From an optimization exercise on the open Yosys and OpenROAD flow, aimed at small area, a short achievable clock period and few clock cycles; shortcuts taken in it are not production practice.
Where RTL was checked, it was by simulation tests only, not by an equivalence proof against the original.

==> raven: inputs <==
==> flow/design.v <==
`timescale 1ns / 1ps
`default_nettype none
package rhpm_pkg;
   localparam logic [7:0] OPEN_MARK  = 8'h5B;
   localparam logic [7:0] CLOSE_MARK = 8'h5D;
   localparam logic [8:0]  SKIP_MAX  = 9'd511;
   localparam logic [15:0] TOTAL_MAX = 16'hFFFF;
endpackage
`default_nettype wire
`timescale 1ns / 1ps
`default_nettype none
module rolling_hash_pattern_marker_core (
   input  wire logic        clock,
   input  wire logic        reset,
   input  wire logic        req_valid,
   output logic             req_stall,
   input  wire logic [7:0]  req_text_byte,
   input  wire logic        req_end_of_line,
   input  wire logic        req_clear_total,
   output logic             rsp_valid,
   input  wire logic        rsp_stall,
   output logic [7:0]       rsp_out_byte,
   output logic             rsp_line_done,
   output logic             rsp_line_matched,
   output logic [15:0]      rsp_total_matches,
   input  wire logic        csr_valid,
   output logic             csr_ready,
   input  wire logic [2:0]  csr_index,
   input  wire logic [63:0] csr_data
);
   logic [7:0]  pat_ff [16];
   logic        pv_lo_ff, pv_hi_ff;
   logic [3:0]  mm1_ff;                  
   logic        sv_ff, hv_ff;
   logic [7:0]  sb_ff, hb_ff;
   logic        se_ff, sc_ff, he_ff, hc_ff;
   logic [7:0]  w_ff [16];
   logic [14:0] dv_ff;
   logic [3:0]  f_ff;                    
   logic        full_ff;                 
   logic        mm_ff;                   
   logic        sz_ff;                   
   logic        sle_ff;                  
   logic [8:0]  skip_ff;
   logic        matched_ff;
   logic [15:0] total_ff;
   logic        busy_ff;
   logic        br_ff;                   
   logic        beol_ff;                 
   logic        bm_ff;                   
   logic [4:0]  r_ff;
   logic [3:0]  ki_ff;
   logic        ov_ff;
   logic [7:0]  ob_ff;
   logic        od_ff, om_ff;
   logic        csr_wr;
   assign csr_ready = !sv_ff;
   assign csr_wr    = csr_valid && !sv_ff;
   assign req_stall = hv_ff;
   logic        out_free, accept, proc, s_load, wait_c;
   logic [7:0]  c;
   logic        eol, clr;
   assign out_free = !ov_ff || !rsp_stall;
   assign accept   = req_valid && !hv_ff;
   assign c        = sb_ff;
   assign eol      = se_ff;
   assign clr      = sc_ff;
   logic [15:0] eq, dn;
   logic        cz, match, may_match;
   assign cz = (c == 8'd0);
   always_comb begin
      for (int i = 0; i < 16; i++) begin
         if ((i < 8) ? pv_lo_ff : pv_hi_ff) begin
            eq[i] = (c == pat_ff[i]);
         end else begin
            eq[i] = cz;
         end
      end
      dn[0] = eq[0];
      for (int i = 1; i < 16; i++) begin
         dn[i] = dv_ff[i-1] & eq[i];
      end
   end
   logic [15:0] sel_m, sel_p;
   logic        eq_m, mm_nx;
   always_comb begin
      for (int i = 0; i < 16; i++) begin
         sel_m[i] = (mm1_ff == 4'(i));
         sel_p[i] = (mm1_ff == 4'(i + 1));
      end
   end
   assign eq_m      = |(sel_m & eq);
   assign match     = mm_ff && eq_m;
   assign mm_nx     = (mm1_ff == 4'd0) || |(sel_p & dn);
   assign may_match = mm_ff;
   logic        full, s_le_f, s_zero;
   logic [3:0]  fl_idx;
   logic [9:0]  skip_sum;
   logic [8:0]  skip_a;
   assign full     = full_ff;
   assign s_zero   = sz_ff;
   assign s_le_f   = sle_ff;
   assign fl_idx   = f_ff - skip_ff[3:0];
   assign skip_sum = {1'b0, skip_ff} + {5'd0, mm1_ff} + 10'd1;
   assign skip_a   = skip_sum[9] ? rhpm_pkg::SKIP_MAX : skip_sum[8:0];
   assign wait_c = busy_ff && (may_match || clr || (eol ? s_le_f : (full && s_zero)));
   assign proc   = sv_ff && out_free && !wait_c;
   assign s_load = proc || !sv_ff;
   logic [3:0]  widx;
   logic [7:0]  wbyte;
   assign widx  = busy_ff ? ki_ff : (mm1_ff - 4'd1);
   assign wbyte = (!busy_ff && (mm1_ff == 4'd0)) ? c : w_ff[widx];
   logic        ld;
   logic [7:0]  nb;
   logic        nd, nm;
   always_comb begin
      ld = 1'b0;
      nb = wbyte;
      nd = 1'b0;
      nm = 1'b0;
      if (busy_ff) begin
         ld = out_free;
         if (r_ff == 5'd0) begin
            nb = rhpm_pkg::CLOSE_MARK;
            nd = beol_ff;
            nm = beol_ff;
         end else begin
            nd = !br_ff && (r_ff == 5'd1);
            nm = !br_ff && (r_ff == 5'd1) && bm_ff;
         end
      end else if (proc) begin
         if (match) begin
            ld = 1'b1;
            nb = rhpm_pkg::OPEN_MARK;
         end else begin
            ld = !eol && full && s_zero;
         end
      end
   end
   always_ff @(posedge clock) begin
      if (csr_wr && (csr_index == 3'd0)) begin
         for (int k = 0; k < 8; k++) pat_ff[k] <= csr_data[8*k +: 8];
      end
      if (csr_wr && (csr_index == 3'd1)) begin
         for (int k = 0; k < 8; k++) pat_ff[8+k] <= csr_data[8*k +: 8];
      end
   end
   always_ff @(posedge clock) begin
      if (reset) begin
         pv_lo_ff <= 1'b0;
         pv_hi_ff <= 1'b0;
         mm1_ff   <= 4'd0;
      end else if (csr_wr) begin
         case (csr_index)
            3'd0: pv_lo_ff <= 1'b1;
            3'd1: pv_hi_ff <= 1'b1;
            3'd2: begin
               if (csr_data[4:0] == 5'd0) mm1_ff <= 4'd0;
               else if (csr_data[4]) mm1_ff <= 4'd15;
               else mm1_ff <= csr_data[3:0] - 4'd1;
            end
            default: ;
         endcase
      end
   end
   always_ff @(posedge clock) begin
      if (reset) begin
         sv_ff <= 1'b0;
         hv_ff <= 1'b0;
      end else if (s_load) begin
         sv_ff <= hv_ff || accept;
         hv_ff <= 1'b0;
      end else if (accept) begin
         hv_ff <= 1'b1;
      end
      if (s_load) begin
         if (hv_ff) begin
            sb_ff <= hb_ff;
            se_ff <= he_ff;
            sc_ff <= hc_ff;
         end else begin
            sb_ff <= req_text_byte;
            se_ff <= req_end_of_line;
            sc_ff <= req_clear_total;
         end
      end
      if (accept) begin
         hb_ff <= req_text_byte;
         he_ff <= req_end_of_line;
         hc_ff <= req_clear_total;
      end
   end
   always_ff @(posedge clock) begin
      if (proc) begin
         w_ff[0] <= c;
         for (int i = 1; i < 16; i++) w_ff[i] <= w_ff[i-1];
      end
   end
   logic [3:0]  f_nx;
   logic        full_nx;
   logic [8:0]  skip_m, skip_nm, skip_nx;
   logic        sz_nm, sle_nm, sz_nx, sle_nx;
   assign f_nx    = full ? f_ff : (f_ff + 4'd1);
   assign full_nx = full || ((f_ff + 4'd1) == mm1_ff);
   assign skip_m  = skip_a - 9'd1;
   assign skip_nm = (full && !s_zero) ? (skip_ff - 9'd1) : skip_ff;
   assign sz_nm   = s_zero || (full && (skip_ff == 9'd1));
   assign sle_nm  = (skip_nm <= {5'd0, f_nx});
   assign skip_nx = match ? skip_m : skip_nm;
   assign sz_nx   = match ? (s_zero && (mm1_ff == 4'd0)) : sz_nm;
   assign sle_nx  = match ? (s_zero && full_nx) : sle_nm;
   logic [15:0] total_inc, total_nx;
   assign total_inc = (total_ff == rhpm_pkg::TOTAL_MAX) ? total_ff : (total_ff + 16'd1);
   assign total_nx  = clr ? {15'd0, match} : (match ? total_inc : total_ff);
   always_ff @(posedge clock) begin
      if (reset) begin
         dv_ff      <= '0;
         f_ff       <= '0;
         full_ff    <= 1'b1;
         mm_ff      <= 1'b1;
         sz_ff      <= 1'b1;
         sle_ff     <= 1'b1;
         skip_ff    <= '0;
         matched_ff <= 1'b0;
         total_ff   <= '0;
      end else if (csr_wr && (csr_index == 3'd2)) begin
         full_ff <= (csr_data[4:0] <= 5'd1);
         mm_ff   <= (csr_data[4:0] <= 5'd1);
      end else if (proc) begin
         total_ff <= total_nx;
         if (eol) begin
            dv_ff      <= '0;
            f_ff       <= '0;
            full_ff    <= (mm1_ff == 4'd0);
            mm_ff      <= (mm1_ff == 4'd0);
            sz_ff      <= 1'b1;
            sle_ff     <= 1'b1;
            skip_ff    <= '0;
            matched_ff <= 1'b0;
         end else begin
            dv_ff   <= dn[14:0];
            f_ff    <= f_nx;
            full_ff <= full_nx;
            mm_ff   <= mm_nx;
            skip_ff <= skip_nx;
            sz_ff   <= sz_nx;
            sle_ff  <= sle_nx;
            if (match) matched_ff <= 1'b1;
         end
      end
   end
   always_ff @(posedge clock) begin
      if (reset) begin
         busy_ff <= 1'b0;
      end else if (busy_ff) begin
         if (out_free && ((r_ff == 5'd0) || (!br_ff && (r_ff == 5'd1)))) begin
            busy_ff <= 1'b0;
         end
      end else if (proc) begin
         busy_ff <= match || (eol && s_le_f);
      end
      if (busy_ff) begin
         if (out_free && (r_ff != 5'd0)) begin
            r_ff <= r_ff - 5'd1;
            if (!proc) ki_ff <= ki_ff - 4'd1;
         end
      end else if (proc) begin
         br_ff   <= match;
         beol_ff <= eol;
         bm_ff   <= matched_ff;
         r_ff    <= match ? ({1'b0, mm1_ff} + 5'd1) : ({1'b0, fl_idx} + 5'd1);
         ki_ff   <= match ? mm1_ff : fl_idx;
      end
   end
   always_ff @(posedge clock) begin
      if (reset) begin
         ov_ff <= 1'b0;
      end else if (ld) begin
         ov_ff <= 1'b1;
      end else if (!rsp_stall) begin
         ov_ff <= 1'b0;
      end
      if (ld) begin
         ob_ff <= nb;
         od_ff <= nd;
         om_ff <= nm;
      end
   end
   assign rsp_valid         = ov_ff;
   assign rsp_out_byte      = ob_ff;
   assign rsp_line_done     = od_ff;
   assign rsp_line_matched  = om_ff;
   assign rsp_total_matches = total_ff;
endmodule
`default_nettype wire
==> flow/flow/run.sh <==
#!/bin/bash
set -euo pipefail
export SETUP_SLACK_MARGIN=7.3
export BUFFER_PORTS_ARGS="-buffer_cell sky130_fd_sc_hd__buf_2"
bash standard.sh > standard.log 2>&1
==> flow/standard.sh <==
#!/bin/bash
# synth_recipe.tcl (not shown) runs the flow's synth.tcl, then flattens the netlist and writes it again
# the make line also repeats each setting of config.mk as NAME=value (left out here)
make -C /OpenROAD-flow-scripts/flow DESIGN_CONFIG=/design/flow/config.mk WORK_HOME=/design/flow/orfs CLKGATE_MAP_FILE= SYNTH_SCRIPT=/design/flow/synth_recipe.tcl "${@:-finish}"
==> flow/config.mk <==
export PLATFORM = sky130hd
export DESIGN_NAME = rolling_hash_pattern_marker_core
export DESIGN_NICKNAME = rolling_hash_pattern_marker_core
export VERILOG_FILES = /design/flow/design.v
export SDC_FILE = /design/flow/constraint.sdc
export NUM_CORES = 4
export LEC_CHECK = 0
export CAP_MARGIN = 20
export CORE_MARGIN = 2
export CORE_UTILIZATION = 35
export PLACE_DENSITY = 0.5
export SLEW_MARGIN = 20
==> flow/constraint.sdc <==
create_clock -name core_clock -period 11.0 [get_ports {clock}]
set_input_delay 2.2000 -clock core_clock [delete_from_list [all_inputs] [get_ports {clock}]]
set_output_delay 2.2000 -clock core_clock [all_outputs]
set_load 0.01 [all_outputs]
==> inputs of garnet, as changes to raven <==
--- a/flow/design.v
+++ b/flow/design.v
@@ -38,8 +38,4 @@
    logic [14:0] dv_ff;
    logic [3:0]  f_ff;                    
-   logic        full_ff;                 
-   logic        mm_ff;                   
-   logic        sz_ff;                   
-   logic        sle_ff;                  
    logic [8:0]  skip_ff;
    logic        matched_ff;
@@ -82,23 +78,13 @@
       end
    end
-   logic [15:0] sel_m, sel_p;
-   logic        eq_m, mm_nx;
-   always_comb begin
-      for (int i = 0; i < 16; i++) begin
-         sel_m[i] = (mm1_ff == 4'(i));
-         sel_p[i] = (mm1_ff == 4'(i + 1));
-      end
-   end
-   assign eq_m      = |(sel_m & eq);
-   assign match     = mm_ff && eq_m;
-   assign mm_nx     = (mm1_ff == 4'd0) || |(sel_p & dn);
-   assign may_match = mm_ff;
+   assign match     = dn[mm1_ff];
+   assign may_match = (mm1_ff == 4'd0) || dv_ff[mm1_ff - 4'd1];
    logic        full, s_le_f, s_zero;
    logic [3:0]  fl_idx;
    logic [9:0]  skip_sum;
    logic [8:0]  skip_a;
-   assign full     = full_ff;
-   assign s_zero   = sz_ff;
-   assign s_le_f   = sle_ff;
+   assign full     = (f_ff >= mm1_ff);
+   assign s_zero   = (skip_ff == 9'd0);
+   assign s_le_f   = (skip_ff[8:4] == 5'd0) && (skip_ff[3:0] <= f_ff);
    assign fl_idx   = f_ff - skip_ff[3:0];
    assign skip_sum = {1'b0, skip_ff} + {5'd0, mm1_ff} + 10'd1;
@@ -107,8 +93,6 @@
    assign proc   = sv_ff && out_free && !wait_c;
    assign s_load = proc || !sv_ff;
-   logic [3:0]  widx;
-   logic [7:0]  wbyte;
-   assign widx  = busy_ff ? ki_ff : (mm1_ff - 4'd1);
-   assign wbyte = (!busy_ff && (mm1_ff == 4'd0)) ? c : w_ff[widx];
+   logic [7:0]  step_b;
+   assign step_b = (mm1_ff == 4'd0) ? c : w_ff[mm1_ff - 4'd1];
    logic        ld;
    logic [7:0]  nb;
@@ -116,5 +100,5 @@
    always_comb begin
       ld = 1'b0;
-      nb = wbyte;
+      nb = step_b;
       nd = 1'b0;
       nm = 1'b0;
@@ -126,4 +110,5 @@
             nm = beol_ff;
          end else begin
+            nb = w_ff[ki_ff];
             nd = !br_ff && (r_ff == 5'd1);
             nm = !br_ff && (r_ff == 5'd1) && bm_ff;
@@ -197,54 +182,33 @@
       end
    end
-   logic [3:0]  f_nx;
-   logic        full_nx;
-   logic [8:0]  skip_m, skip_nm, skip_nx;
-   logic        sz_nm, sle_nm, sz_nx, sle_nx;
-   assign f_nx    = full ? f_ff : (f_ff + 4'd1);
-   assign full_nx = full || ((f_ff + 4'd1) == mm1_ff);
-   assign skip_m  = skip_a - 9'd1;
-   assign skip_nm = (full && !s_zero) ? (skip_ff - 9'd1) : skip_ff;
-   assign sz_nm   = s_zero || (full && (skip_ff == 9'd1));
-   assign sle_nm  = (skip_nm <= {5'd0, f_nx});
-   assign skip_nx = match ? skip_m : skip_nm;
-   assign sz_nx   = match ? (s_zero && (mm1_ff == 4'd0)) : sz_nm;
-   assign sle_nx  = match ? (s_zero && full_nx) : sle_nm;
-   logic [15:0] total_inc, total_nx;
-   assign total_inc = (total_ff == rhpm_pkg::TOTAL_MAX) ? total_ff : (total_ff + 16'd1);
-   assign total_nx  = clr ? {15'd0, match} : (match ? total_inc : total_ff);
    always_ff @(posedge clock) begin
       if (reset) begin
          dv_ff      <= '0;
          f_ff       <= '0;
-         full_ff    <= 1'b1;
-         mm_ff      <= 1'b1;
-         sz_ff      <= 1'b1;
-         sle_ff     <= 1'b1;
          skip_ff    <= '0;
          matched_ff <= 1'b0;
          total_ff   <= '0;
-      end else if (csr_wr && (csr_index == 3'd2)) begin
-         full_ff <= (csr_data[4:0] <= 5'd1);
-         mm_ff   <= (csr_data[4:0] <= 5'd1);
-      end else if (proc) begin
-         total_ff <= total_nx;
+      end else if (proc) begin
+         if (clr && !match) begin
+            total_ff <= '0;
+         end else if (clr) begin
+            total_ff <= 16'd1;
+         end else if (match && (total_ff != rhpm_pkg::TOTAL_MAX)) begin
+            total_ff <= total_ff + 16'd1;
+         end
          if (eol) begin
             dv_ff      <= '0;
             f_ff       <= '0;
-            full_ff    <= (mm1_ff == 4'd0);
-            mm_ff      <= (mm1_ff == 4'd0);
-            sz_ff      <= 1'b1;
-            sle_ff     <= 1'b1;
             skip_ff    <= '0;
             matched_ff <= 1'b0;
          end else begin
-            dv_ff   <= dn[14:0];
-            f_ff    <= f_nx;
-            full_ff <= full_nx;
-            mm_ff   <= mm_nx;
-            skip_ff <= skip_nx;
-            sz_ff   <= sz_nx;
-            sle_ff  <= sle_nx;
-            if (match) matched_ff <= 1'b1;
+            dv_ff <= dn[14:0];
+            if (!full) f_ff <= f_ff + 4'd1;
+            if (match) begin
+               matched_ff <= 1'b1;
+               skip_ff    <= skip_a - 9'd1;
+            end else if (full && !s_zero) begin
+               skip_ff <= skip_ff - 9'd1;
+            end
          end
       end
==> flow/run.sh (new file) <==
#!/bin/bash
# synth_recipe.tcl (not shown) runs the flow's synth.tcl, then flattens the netlist and writes it again
# the make line also repeats each setting of config.mk as NAME=value (left out here)
make -C /OpenROAD-flow-scripts/flow DESIGN_CONFIG=/design/flow/config.mk WORK_HOME=/design/flow/orfs CLKGATE_MAP_FILE= SYNTH_SCRIPT=/design/flow/synth_recipe.tcl finish
removed: flow/flow/run.sh
removed: flow/standard.sh
==> inputs of pepper, as changes to raven <==
==> flow/flow/run.sh (replaced) <==
#!/bin/bash
set -euo pipefail
export SETUP_SLACK_MARGIN=7.5
export BUFFER_PORTS_ARGS="-buffer_cell sky130_fd_sc_hd__buf_1"
bash standard.sh > standard.log 2>&1
--- a/flow/config.mk
+++ b/flow/config.mk
@@ -8,5 +8,7 @@
 export CAP_MARGIN = 20
 export CORE_MARGIN = 2
-export CORE_UTILIZATION = 35
-export PLACE_DENSITY = 0.5
+export CORE_UTILIZATION = 65
+export CTS_CLUSTER_DIAMETER = 80
+export CTS_CLUSTER_SIZE = 20
+export PLACE_DENSITY = 0.75
 export SLEW_MARGIN = 20
==> notes <==
- raven finished with timing, DRC and antenna clean. garnet finished with timing, DRC and antenna clean. pepper passed the timing, design-rule and antenna checks.
- The lowest maximum frequency belongs to garnet, the highest to pepper.
- Critical path depth: pepper > garnet > raven.
- Via count: garnet > pepper > raven.
- Between raven and pepper, the lower wire length is in pepper (gap about 11%, measured against pepper).
- Between pepper and garnet, the lower clock skew is in pepper (gap 0.0064 ns).
Testbench counts of raven, summed over its fixed seeds: cycles 16,359.
Testbench counts of pepper, summed over its fixed seeds: cycles 16,359.
Only the layout flow was run in garnet; the RTL was not checked for function there.

-- re-timing with driven ports --
The results above use ideal ports. As a check the final layouts listed here were re-extracted and re-timed, cells and wires unchanged. Step 1: set_driving_cell puts a clkbuf_16 on clock and a buf_2 on each other input, an assumption about the parent block. Step 2 adds t to the input delays and takes it off the output delays; t is the mean of the earliest and latest rising clock arrival at the registers after step 1. Input paths then give back, and output paths get back, about the clock's delay inside the block. Three values: ideal, step 1, step 2; two values: the first two.
run	t (ns)	setup slack, ns	hold WS [ns]	worst setup path at the end	worst slew at a driven data input, ns
raven	0.619	7.295 / 7.319 / 6.712	0.429 / 0.429 / 0.429	input to register	0.12
garnet	0.608	5.657 / 5.657 / 5.657	0.432 / 0.432 / 0.432	register to register	0.05
pepper	0.567	7.370 / 7.370 / 7.067	0.443 / 0.443 / 0.443	input to register	0.08
After both steps every run listed still meets setup and hold. For raven, which loses most, drivers alone change the setup slack by +0.024 ns; drivers and shift together by -0.583 ns.
